Background: an optimization exercise with open tools, aiming at small area, a short achievable clock period and few clock cycles. Do not read the settings as production practice.
Function was checked by simulation only, so behaviour that the tests miss may differ from the original.
Power is estimated from default activity; no workload was simulated.

`design.v`:
```
`timescale 1ns / 1ps
`default_nettype none
package nfv5_pkg;
	localparam logic [15:0] NF_VERSION = 16'd5;
	localparam int unsigned HDR_WORDS = 6;
	localparam int unsigned REC_WORDS = 12;
	localparam int unsigned DIV1000_MUL_W = 29;
	localparam logic [DIV1000_MUL_W-1:0] DIV1000_MUL = 29'd274877907;
	localparam int unsigned DIV1000_SHIFT = 38;
	localparam int unsigned MS_Q_W = 23;
	localparam logic [31:0] K1000 = 32'd1000;
	typedef struct packed {
		logic [31:0] src_ip;
		logic [31:0] dst_ip;
		logic [31:0] packet_count;
		logic [31:0] byte_count;
		logic [31:0] ms_first;
		logic [31:0] ms_last;
		logic [31:0] epoch_secs;
		logic [31:0] epoch_nsecs;
		logic [15:0] src_port;
		logic [15:0] dst_port;
		logic [7:0]  tcp_flag_bits;
		logic [7:0]  protocol;
		logic        end_of_batch;
	} flow_ms_t;
endpackage
`default_nettype wire
`timescale 1ns / 1ps
`default_nettype none
module nfv5_time (
	input  logic              clk,
	input  logic              arst_n,
	input  logic              flow_valid,
	output logic              flow_ready,
	input  logic [31:0]       flow_src_ip,
	input  logic [31:0]       flow_dst_ip,
	input  logic [31:0]       flow_packet_count,
	input  logic [31:0]       flow_byte_count,
	input  logic [63:0]       flow_first_seen,
	input  logic [63:0]       flow_last_seen,
	input  logic [15:0]       flow_src_port,
	input  logic [15:0]       flow_dst_port,
	input  logic [7:0]        flow_tcp_flag_bits,
	input  logic [7:0]        flow_protocol,
	input  logic              flow_end_of_batch,
	output logic              out_valid,
	input  logic              out_ready,
	output nfv5_pkg::flow_ms_t out_rec
);
	localparam int unsigned ProdW = 32 + nfv5_pkg::DIV1000_MUL_W;
	typedef struct packed {
		logic [31:0] src_ip;
		logic [31:0] dst_ip;
		logic [31:0] packet_count;
		logic [31:0] byte_count;
		logic [63:0] first_seen;
		logic [63:0] last_seen;
		logic [15:0] src_port;
		logic [15:0] dst_port;
		logic [7:0]  tcp_flag_bits;
		logic [7:0]  protocol;
		logic        end_of_batch;
	} raw_t;
	raw_t              raw_s1;
	nfv5_pkg::flow_ms_t          rec_s2, rec_s3, rec_c2, rec_c3;
	logic [nfv5_pkg::MS_Q_W-1:0] qf_s2, ql_s2;
	logic              v_s1, v_s2, v_s3;
	logic              adv_s1, adv_s2, adv_s3;
	logic [ProdW-1:0]  prod_f, prod_l;
	assign adv_s3 = !v_s3 || out_ready;
	assign adv_s2 = !v_s2 || adv_s3;
	assign adv_s1 = !v_s1 || adv_s2;
	assign flow_ready = adv_s1;
	assign prod_f = ProdW'(raw_s1.first_seen[31:0]) * ProdW'(nfv5_pkg::DIV1000_MUL);
	assign prod_l = ProdW'(raw_s1.last_seen[31:0]) * ProdW'(nfv5_pkg::DIV1000_MUL);
	always_comb begin
		rec_c2               = '0;
		rec_c2.src_ip        = raw_s1.src_ip;
		rec_c2.dst_ip        = raw_s1.dst_ip;
		rec_c2.packet_count  = raw_s1.packet_count;
		rec_c2.byte_count    = raw_s1.byte_count;
		rec_c2.ms_first      = raw_s1.first_seen[63:32] * nfv5_pkg::K1000;
		rec_c2.ms_last       = raw_s1.last_seen[63:32] * nfv5_pkg::K1000;
		rec_c2.epoch_secs    = raw_s1.last_seen[63:32];
		rec_c2.epoch_nsecs   = raw_s1.last_seen[31:0] * nfv5_pkg::K1000;
		rec_c2.src_port      = raw_s1.src_port;
		rec_c2.dst_port      = raw_s1.dst_port;
		rec_c2.tcp_flag_bits = raw_s1.tcp_flag_bits;
		rec_c2.protocol      = raw_s1.protocol;
		rec_c2.end_of_batch  = raw_s1.end_of_batch;
	end
	always_comb begin
		rec_c3          = rec_s2;
		rec_c3.ms_first = rec_s2.ms_first + 32'(qf_s2);
		rec_c3.ms_last  = rec_s2.ms_last + 32'(ql_s2);
	end
	always_ff @(posedge clk or negedge arst_n) begin
		if (!arst_n) begin
			v_s1 <= 1'b0;
			v_s2 <= 1'b0;
			v_s3 <= 1'b0;
		end else begin
			if (adv_s1) v_s1 <= flow_valid;
			if (adv_s2) v_s2 <= v_s1;
			if (adv_s3) v_s3 <= v_s2;
		end
	end
	always_ff @(posedge clk) begin
		if (adv_s1 && flow_valid) begin
			raw_s1.src_ip        <= flow_src_ip;
			raw_s1.dst_ip        <= flow_dst_ip;
			raw_s1.packet_count  <= flow_packet_count;
			raw_s1.byte_count    <= flow_byte_count;
			raw_s1.first_seen    <= flow_first_seen;
			raw_s1.last_seen     <= flow_last_seen;
			raw_s1.src_port      <= flow_src_port;
			raw_s1.dst_port      <= flow_dst_port;
			raw_s1.tcp_flag_bits <= flow_tcp_flag_bits;
			raw_s1.protocol      <= flow_protocol;
			raw_s1.end_of_batch  <= flow_end_of_batch;
		end
		if (adv_s2 && v_s1) begin
			rec_s2 <= rec_c2;
			qf_s2  <= prod_f[nfv5_pkg::DIV1000_SHIFT +: nfv5_pkg::MS_Q_W];
			ql_s2  <= prod_l[nfv5_pkg::DIV1000_SHIFT +: nfv5_pkg::MS_Q_W];
		end
		if (adv_s3 && v_s2) begin
			rec_s3 <= rec_c3;
		end
	end
	assign out_valid = v_s3;
	assign out_rec   = rec_s3;
endmodule
`default_nettype wire
`timescale 1ns / 1ps
`default_nettype none
module nfv5_fmt #(
	parameter int unsigned RECORDS_PER_PACKET = 30
) (
	input  logic               clk,
	input  logic               arst_n,
	input  logic               in_valid,
	output logic               in_ready,
	input  nfv5_pkg::flow_ms_t in_rec,
	output logic               words_valid,
	input  logic               words_ready,
	output logic [8:0]         words_word_index,
	output logic [31:0]        words_data_word,
	output logic               words_last_of_packet
);
	localparam int unsigned AllWords = nfv5_pkg::REC_WORDS + nfv5_pkg::HDR_WORDS;
	logic [31:0] base_q, seq_q, hdr_up_q, hdr_secs_q, hdr_ns_q;
	logic [4:0]  rec_q;
	logic        busy_q, close_q;
	logic [4:0]  wcnt_q, cnt_q;
	logic [8:0]  base_idx_q;
	logic [31:0] rec_w_q [nfv5_pkg::REC_WORDS];
	logic        ov_q, olast_q;
	logic [8:0]  oidx_q;
	logic [31:0] odata_q;
	logic        emit, done, load, is_hdr, close_next;
	logic [4:0]  last_cnt, cnt_next, hofs;
	logic [2:0]  hsel;
	logic [31:0] base_eff, uptime, first_rel, first_ms;
	logic [8:0]  base_idx;
	logic [31:0] hdr_w [nfv5_pkg::HDR_WORDS];
	logic [31:0] word;
	logic [8:0]  widx;
	logic        wlast;
	assign last_cnt = close_q ? 5'(AllWords - 1) : 5'(nfv5_pkg::REC_WORDS - 1);
	assign emit     = busy_q && (!ov_q || words_ready);
	assign done     = emit && (wcnt_q == last_cnt);
	assign in_ready = !busy_q || done;
	assign load     = in_valid && in_ready;
	assign base_eff   = (base_q == '0) ? in_rec.ms_first : base_q;
	assign uptime     = in_rec.ms_last - base_eff;
	assign first_rel  = in_rec.ms_first - base_eff;
	assign first_ms   = (first_rel > uptime) ? uptime : first_rel;
	assign cnt_next   = rec_q + 5'd1;
	assign close_next = (cnt_next >= 5'(RECORDS_PER_PACKET)) || in_rec.end_of_batch;
	assign base_idx   = 9'(nfv5_pkg::HDR_WORDS) + {1'b0, rec_q, 3'b000} + {2'b00, rec_q, 2'b00};
	assign hdr_w[0] = {nfv5_pkg::NF_VERSION, 11'd0, cnt_q};
	assign hdr_w[1] = hdr_up_q;
	assign hdr_w[2] = hdr_secs_q;
	assign hdr_w[3] = hdr_ns_q;
	assign hdr_w[4] = seq_q;
	assign hdr_w[5] = '0;
	assign is_hdr = wcnt_q >= 5'(nfv5_pkg::REC_WORDS);
	assign hofs   = wcnt_q - 5'(nfv5_pkg::REC_WORDS);
	assign hsel   = hofs[2:0];
	always_comb begin
		if (is_hdr) begin
			word  = hdr_w[hsel];
			widx  = 9'(hsel);
			wlast = (hsel == 3'(nfv5_pkg::HDR_WORDS - 1));
		end else begin
			word  = rec_w_q[wcnt_q[3:0]];
			widx  = base_idx_q + 9'(wcnt_q);
			wlast = 1'b0;
		end
	end
	always_ff @(posedge clk or negedge arst_n) begin
		if (!arst_n) begin
			busy_q     <= 1'b0;
			wcnt_q     <= '0;
			ov_q       <= 1'b0;
			base_q     <= '0;
			seq_q      <= '0;
			rec_q      <= '0;
			hdr_up_q   <= '0;
			hdr_secs_q <= '0;
			hdr_ns_q   <= '0;
		end else begin
			if (load) begin
				busy_q <= 1'b1;
				wcnt_q <= '0;
				base_q <= base_eff;
				rec_q  <= close_next ? 5'd0 : cnt_next;
				if (rec_q == '0) begin
					hdr_up_q   <= uptime;
					hdr_secs_q <= in_rec.epoch_secs;
					hdr_ns_q   <= in_rec.epoch_nsecs;
				end
			end else if (done) begin
				busy_q <= 1'b0;
			end else if (emit) begin
				wcnt_q <= wcnt_q + 5'd1;
			end
			if (done && close_q) seq_q <= seq_q + 32'(cnt_q);
			if (emit) ov_q <= 1'b1;
			else if (words_ready) ov_q <= 1'b0;
		end
	end
	always_ff @(posedge clk) begin
		if (load) begin
			close_q     <= close_next;
			cnt_q       <= cnt_next;
			base_idx_q  <= base_idx;
			rec_w_q[0]  <= in_rec.src_ip;
			rec_w_q[1]  <= in_rec.dst_ip;
			rec_w_q[2]  <= '0;
			rec_w_q[3]  <= '0;
			rec_w_q[4]  <= in_rec.packet_count;
			rec_w_q[5]  <= in_rec.byte_count;
			rec_w_q[6]  <= first_ms;
			rec_w_q[7]  <= uptime;
			rec_w_q[8]  <= {in_rec.src_port, in_rec.dst_port};
			rec_w_q[9]  <= {8'd0, in_rec.tcp_flag_bits, in_rec.protocol, 8'd0};
			rec_w_q[10] <= '0;
			rec_w_q[11] <= '0;
		end
		if (emit) begin
			oidx_q  <= widx;
			odata_q <= word;
			olast_q <= wlast;
		end
	end
	assign words_valid          = ov_q;
	assign words_word_index     = oidx_q;
	assign words_data_word      = odata_q;
	assign words_last_of_packet = olast_q;
endmodule
`default_nettype wire
`timescale 1ns / 1ps
`default_nettype none
module netflow_v5_packet_builder_core #(
	parameter int unsigned RECORDS_PER_PACKET = 30
) (
	input  logic        clk,
	input  logic        arst_n,
	input  logic        flow_valid,
	output logic        flow_ready,
	input  logic [31:0] flow_src_ip,
	input  logic [31:0] flow_dst_ip,
	input  logic [31:0] flow_packet_count,
	input  logic [31:0] flow_byte_count,
	input  logic [63:0] flow_first_seen,
	input  logic [63:0] flow_last_seen,
	input  logic [15:0] flow_src_port,
	input  logic [15:0] flow_dst_port,
	input  logic [7:0]  flow_tcp_flag_bits,
	input  logic [7:0]  flow_protocol,
	input  logic        flow_end_of_batch,
	output logic        words_valid,
	input  logic        words_ready,
	output logic [8:0]  words_word_index,
	output logic [31:0] words_data_word,
	output logic        words_last_of_packet
);
	logic     cv_valid, cv_ready;
	nfv5_pkg::flow_ms_t cv_rec;
	nfv5_time u_time (
		.clk       (clk),
		.arst_n    (arst_n),
		.flow_valid         (flow_valid),
		.flow_ready         (flow_ready),
		.flow_src_ip        (flow_src_ip),
		.flow_dst_ip        (flow_dst_ip),
		.flow_packet_count  (flow_packet_count),
		.flow_byte_count    (flow_byte_count),
		.flow_first_seen    (flow_first_seen),
		.flow_last_seen     (flow_last_seen),
		.flow_src_port      (flow_src_port),
		.flow_dst_port      (flow_dst_port),
		.flow_tcp_flag_bits (flow_tcp_flag_bits),
		.flow_protocol      (flow_protocol),
		.flow_end_of_batch  (flow_end_of_batch),
		.out_valid (cv_valid),
		.out_ready (cv_ready),
		.out_rec   (cv_rec)
	);
	nfv5_fmt #(
		.RECORDS_PER_PACKET (RECORDS_PER_PACKET)
	) u_fmt (
		.clk      (clk),
		.arst_n   (arst_n),
		.in_valid (cv_valid),
		.in_ready (cv_ready),
		.in_rec   (cv_rec),
		.words_valid          (words_valid),
		.words_ready          (words_ready),
		.words_word_index     (words_word_index),
		.words_data_word      (words_data_word),
		.words_last_of_packet (words_last_of_packet)
	);
endmodule
`default_nettype wire
```
`run.sh`:
```
#!/bin/bash
# synth_recipe.tcl (not shown) runs the flow's synth.tcl, then flattens the netlist and writes it again
# the make line also repeats each setting of config.mk as NAME=value (left out here)
make -C /OpenROAD-flow-scripts/flow DESIGN_CONFIG=/design/flow/config.mk WORK_HOME=/design/flow/orfs CLKGATE_MAP_FILE= SYNTH_SCRIPT=/design/flow/synth_recipe.tcl finish
```
`config.mk`:
```
export PLATFORM = sky130hd
export DESIGN_NAME = netflow_v5_packet_builder_core
export DESIGN_NICKNAME = netflow_v5_packet_builder_core
export VERILOG_FILES = /design/flow/design.v
export SDC_FILE = /design/flow/constraint.sdc
export NUM_CORES = 4
export LEC_CHECK = 0
export CAP_MARGIN = 20
export CORE_MARGIN = 2
export CORE_UTILIZATION = 40
export PLACE_DENSITY = 0.6
export SLEW_MARGIN = 20
```
`constraint.sdc`:
```
create_clock -name core_clock -period 10.0 [get_ports {clk}]
set_input_delay 2.0000 -clock core_clock [delete_from_list [all_inputs] [get_ports {clk}]]
set_output_delay 2.0000 -clock core_clock [all_outputs]
set_load 0.01 [all_outputs]
```
==> results.txt <==
synth_stat cells, drive strengths merged (90+ instances only):
| cell type | number | area (sq um) |
|---|---|---|
| nand2 | 409 | 1535 |
| nand3 | 97 | 495.5 |
| fa | 876 | 17540 |
| dfrtp | 172 | 4304 |
| inv | 1382 | 5187 |
| xnor2 | 202 | 1769 |
| ha | 1073 | 13430 |
| clkbuf | 90 | 337.8 |
| nor2 | 194 | 730.7 |
| o21ai | 199 | 1011 |
| a21oi | 230 | 1170 |
| edfxtp | 1238 | 37180 |
| a21o | 102 | 765.7 |
critical path, cell delays in order (launching register included):
cell	delay (ns)
sky130_fd_sc_hd__edfxtp_1	1.06
sky130_fd_sc_hd__ha_1	0.41
sky130_fd_sc_hd__fa_1	0.41
sky130_fd_sc_hd__fa_1	0.50
sky130_fd_sc_hd__inv_1	0.05
sky130_fd_sc_hd__fa_1	0.49
sky130_fd_sc_hd__inv_1	0.06
sky130_fd_sc_hd__fa_1	0.48
sky130_fd_sc_hd__fa_1	0.52
sky130_fd_sc_hd__fa_1	0.50
sky130_fd_sc_hd__inv_1	0.05
sky130_fd_sc_hd__fa_1	0.48
sky130_fd_sc_hd__inv_1	0.04
sky130_fd_sc_hd__ha_1	0.28
sky130_fd_sc_hd__nand2_1	0.06
sky130_fd_sc_hd__nor3_1	0.33
sky130_fd_sc_hd__a31oi_1	0.16
sky130_fd_sc_hd__a31oi_1	0.54
sky130_fd_sc_hd__o311ai_2	0.27
sky130_fd_sc_hd__a31oi_2	0.35
sky130_fd_sc_hd__o21ai_2	0.11
sky130_fd_sc_hd__a41oi_2	0.27
sky130_fd_sc_hd__nand3_2	0.12
sky130_fd_sc_hd__and2_1	0.19
sky130_fd_sc_hd__xnor2_1	0.13
per-layer routing:
| layer | routed length (um) | up-vias |
|---|---|---|
| met5 | 131 | - |
| met4 | 5257 | 22 |
| met3 | 14160 | 250 |
| met2 | 100900 | 1309 |
| met1 | 107300 | 27114 |
| li1 | - | 24818 |
layout make-up:
cell class                      instances  area, sq um
Clock inverter                         96         1152
Timing Repair Buffer                  410         4030
Multi-Input combinational cell       4126        44200
Clock buffer                          189         4140
Antenna cell                           13        32.53
Fill cell                           20296       123100
Tap cell                             3009         3765
Inverter                             1382         5195
Sequential cell                      1410        41480
sequential cells by signal, indices dropped and copies added, names as in the netlist, 9 cells and up:
name              flops
u_time.raw_s1       302
u_time.rec_s3       302
u_time.rec_s2       294
u_fmt.rec_w_q       240
u_fmt.base_q         32
u_fmt.hdr_secs_q     32
u_fmt.hdr_up_q       32
u_fmt.odata_q        32
u_fmt.seq_q          32
u_fmt.hdr_ns_q       29
u_time.qf_s2         23
u_time.ql_s2         23
u_fmt.oidx_q          9
worst min-delay path by stage:
stage	endpoint	start	slack, ns
2_1_floorplan	u_fmt.rec_w_q[0][0]$_DFFE_PP_	u_time.rec_s3[273]$_DFFE_PP_	0.40
4_1_cts	u_fmt.rec_w_q[0][9]$_DFFE_PP_	u_time.rec_s3[282]$_DFFE_PP_	0.38
3_3_place_gp	u_fmt.rec_w_q[0][11]$_DFFE_PP_	u_time.rec_s3[284]$_DFFE_PP_	0.40
5_1_grt	u_time.rec_s2[295]$_DFFE_PP_	u_time.raw_s1[295]$_DFFE_PP_	0.39
3_5_place_dp	u_fmt.rec_w_q[0][9]$_DFFE_PP_	u_time.rec_s3[282]$_DFFE_PP_	0.40
6_report	u_time.rec_s3[208]$_DFFE_PP_	u_time.rec_s2[208]$_DFFE_PP_	0.39
report_power, final:
part | leakage [nW] | switching (mW) | total (mW) | internal, mW
Combinational | 28.8 | 14.1 | 23.7 | 9.58
Sequential | 13.5 | 0.373 | 8.17 | 7.80
Clock | 2.56 | 2.49 | 5.85 | 3.36
Total | 44.9 | 17.0 | 37.7 | 20.7
placed cells by master, fill, tap and decap left out, drive strengths merged, types with 11 or more instances in the layout:
cell           netlist  final
a211oi              29     29
a21o               102    102
a21oi              230    230
a221oi              37     37
a222oi              17     17
a22o                28     28
a22oi               74     74
a31oi               26     26
and2                22     22
and3                28     28
buf                  3     61
bufinv               0     14
clkbuf              90    190
clkdlybuf4s50        0    348
clkinv               0     63
dfrtp              172    172
diode                0     13
edfxtp            1238   1238
fa                 876    876
ha                1073   1073
inv               1382   1392
nand2              409    409
nand2b              24     24
nand3               97     97
nand4               30     30
nor2               194    194
nor2b               45     45
nor3                51     51
nor4                12     12
o211ai              11     11
o21a                37     37
o21ai              199    199
o21bai              30     30
o22ai               27     27
or2                 12     12
or3                 15     15
xnor2              202    202
xor2                70     70
cells by family after synthesis:
logic type	Yosys count	synth area share (%)
fa+ha+maj	1949	33.97
buf+inv	1475	6.075
flops	1410	45.50
simple gates	960	4.816
compound gates	934	6.890
xor+xnor	272	2.622
mux	11	0.1290
==> flow_metrics.tcl <==
set metrics [dict create \
    timing.hold.ws_ns 0.3863 \
    layout_cells_sized_above_1_pct 4.978 \
    pwr_density_cell_nw_per_um2 362.5 \
    synth.ff_latch_count 1410 \
    ys_seq_area_share_pct 45.50 \
    dr.pass1.iters 6 \
    hold_buffers 0 \
    place.detailed.instances 10337 \
    crit-reg2reg-launch "u_time.raw_s1[60]$_DFFE_PP_" \
    post_synth.cell_area_avg_sq_um 13.00 \
    final_cell_area_sq_um 104000 \
    p_leak_nw 44.93 \
    antenna_left 0 \
    grt_antenna_before_repair 18 \
    design.portCount 353 \
    post-cts-setup-buffer-count 0 \
    synthFlopType "sky130_fd_sc_hd__edfxtp_1" \
    pin_count_of_the_biggest_net_entering_global_routing 144 \
    critPathCaptureType "flip-flop" \
    gr-max-usage-layer "met2" \
    totalPowerFinal_mw 37.70 \
    critPathLaunch "u_time.raw_s1[60]$_DFFE_PP_" \
    worstReg2RegEnd "u_time.ql_s2[20]$_DFFE_PP_" \
    placement_rows 175 \
    cts.path.max_buffers 3 \
    syn-instance-count 7011 \
    critPathLaunchType "flip-flop" \
    initial_utilization_pct 40.15 \
    cts_sinks 1410 \
    final_core_util_pct 45.80 \
    worst-slew-pin-transition_ns 1.085 \
    routabilityCongestion 0.8908 \
    placement.setup.worst_slack_ns 1.881 \
    nets 9741 \
    vias_in_the_first_global_route 55823 \
    result_of_the_run "finished clean" \
    synth.cell_area_sq_um 91160 \
    slew_headroom_pct 27.65 \
    report.final.hold_viol_count 0 \
    ys_warn_count 4 \
    worst_setup_path_endpoint "u_time.ql_s2[20]$_DFFE_PP_" \
    chipHeight_um 481.4 \
    insertion_delay_ns 0.82 \
    grt_setup_unrepaired "false" \
    drv.max_cap_violation_count 0 \
    die-area_sq_um 231700 \
    grt.met3_usage_pct 3.122 \
    chipWidth_um 481.4 \
    buffer_ports.inserted 349 \
    yosysUniqueCellTypes 95 \
    tritoncts_clock_tree "built" \
    required_ns 10.54 \
    detailroute.via_count 53513 \
    setup_viol_count_final 0 \
    period_minus_ws_final_ns 8.143 \
    drt-total-wl_um 227700 \
    vias_per_cell 5.032 \
    met2_usage_pct 30.62 \
    timing.setup.critical_path_class "flip-flop to flip-flop" \
    worst_setup_hold_path_clk_slew_ns 0.06 \
    timing.final.ws_setup_ns 1.857 \
    postSynthNetCount 9269 \
    r2r_cells 24 \
    cts_buffers 153 \
    globalRouteOverflowTotal 0 \
    cts_resized 0 \
    worst-endpoint-arrival_ns 8.68 \
    vdd_drop_max_mv 0.7331 \
    groute.usage.overall_pct 19.98 \
    finalSetupTns_ns 0 \
    setup.reg_to_reg.worst_slack_ns 1.86 \
    grt_first_pass_wirelength_um 346800 \
    fmax_achieved_mhz 122.8 \
    synth-async-reset-ratio_pct 12.20 \
    dpl-instance-area_sq_um 98670 \
    fin_crit_sh_pct 81.43 \
    core-area_sq_um 227100 \
    number_of_enable_type_register_cells_in_the_synthesized_netlist 1238 \
    worstHoldPathType "flip-flop to flip-flop" \
    hpwlAfterDp_um 177300 \
    clockRootBuffer "sky130_fd_sc_hd__clkbuf_16" \
    groute.layer.met1.usage_pct 29.56 \
    hold_path_depth 0 \
    timing.clock.skew_ns 0.04910 \
    layout_stage_area_growth_over_the_synthesis_result_pct 14.08 \
    layoutNonFillerInstCount 10635 \
    drv_slew 0 \
    cp_max_fo 14 \
    htree_num_levels 4 \
    drt_drc_violations_left 0 \
    drt_iter0_drc 3925 \
    average_wire_per_cell_in_the_routed_design_um 21.41 \
]
Testbench counts, summed over its fixed seeds: cycles 40,378.

==> what the ideal ports hide <==
How much do the figures lean on ideal ports? The routed layout below was timed once more, with nothing changed but the port constraints.
Step 1 (the two cells are an assumption about what drives the block):
set clk [get_ports {clk}]
set_driving_cell -lib_cell sky130_fd_sc_hd__clkbuf_16 $clk
set_driving_cell -lib_cell sky130_fd_sc_hd__buf_2 [delete_from_list [all_inputs] $clk]
Step 2 moves the port delays by t, midway between the first and last clock arrival at a register: inputs arrive t later, outputs are due t later. That takes back most of the time a late clock gives input paths.
a / b / c = no drivers / after step 1 / after step 2; a / b = the first two.
t (ns): 0.889
setup WS [ns]: 1.857 / 1.857 / 1.857
cell pins on the clock port's net: 1
After both steps this run still meets setup and hold. The setup slack of this run moves by 0.000 ns with the drivers and by 0.000 ns with both steps.
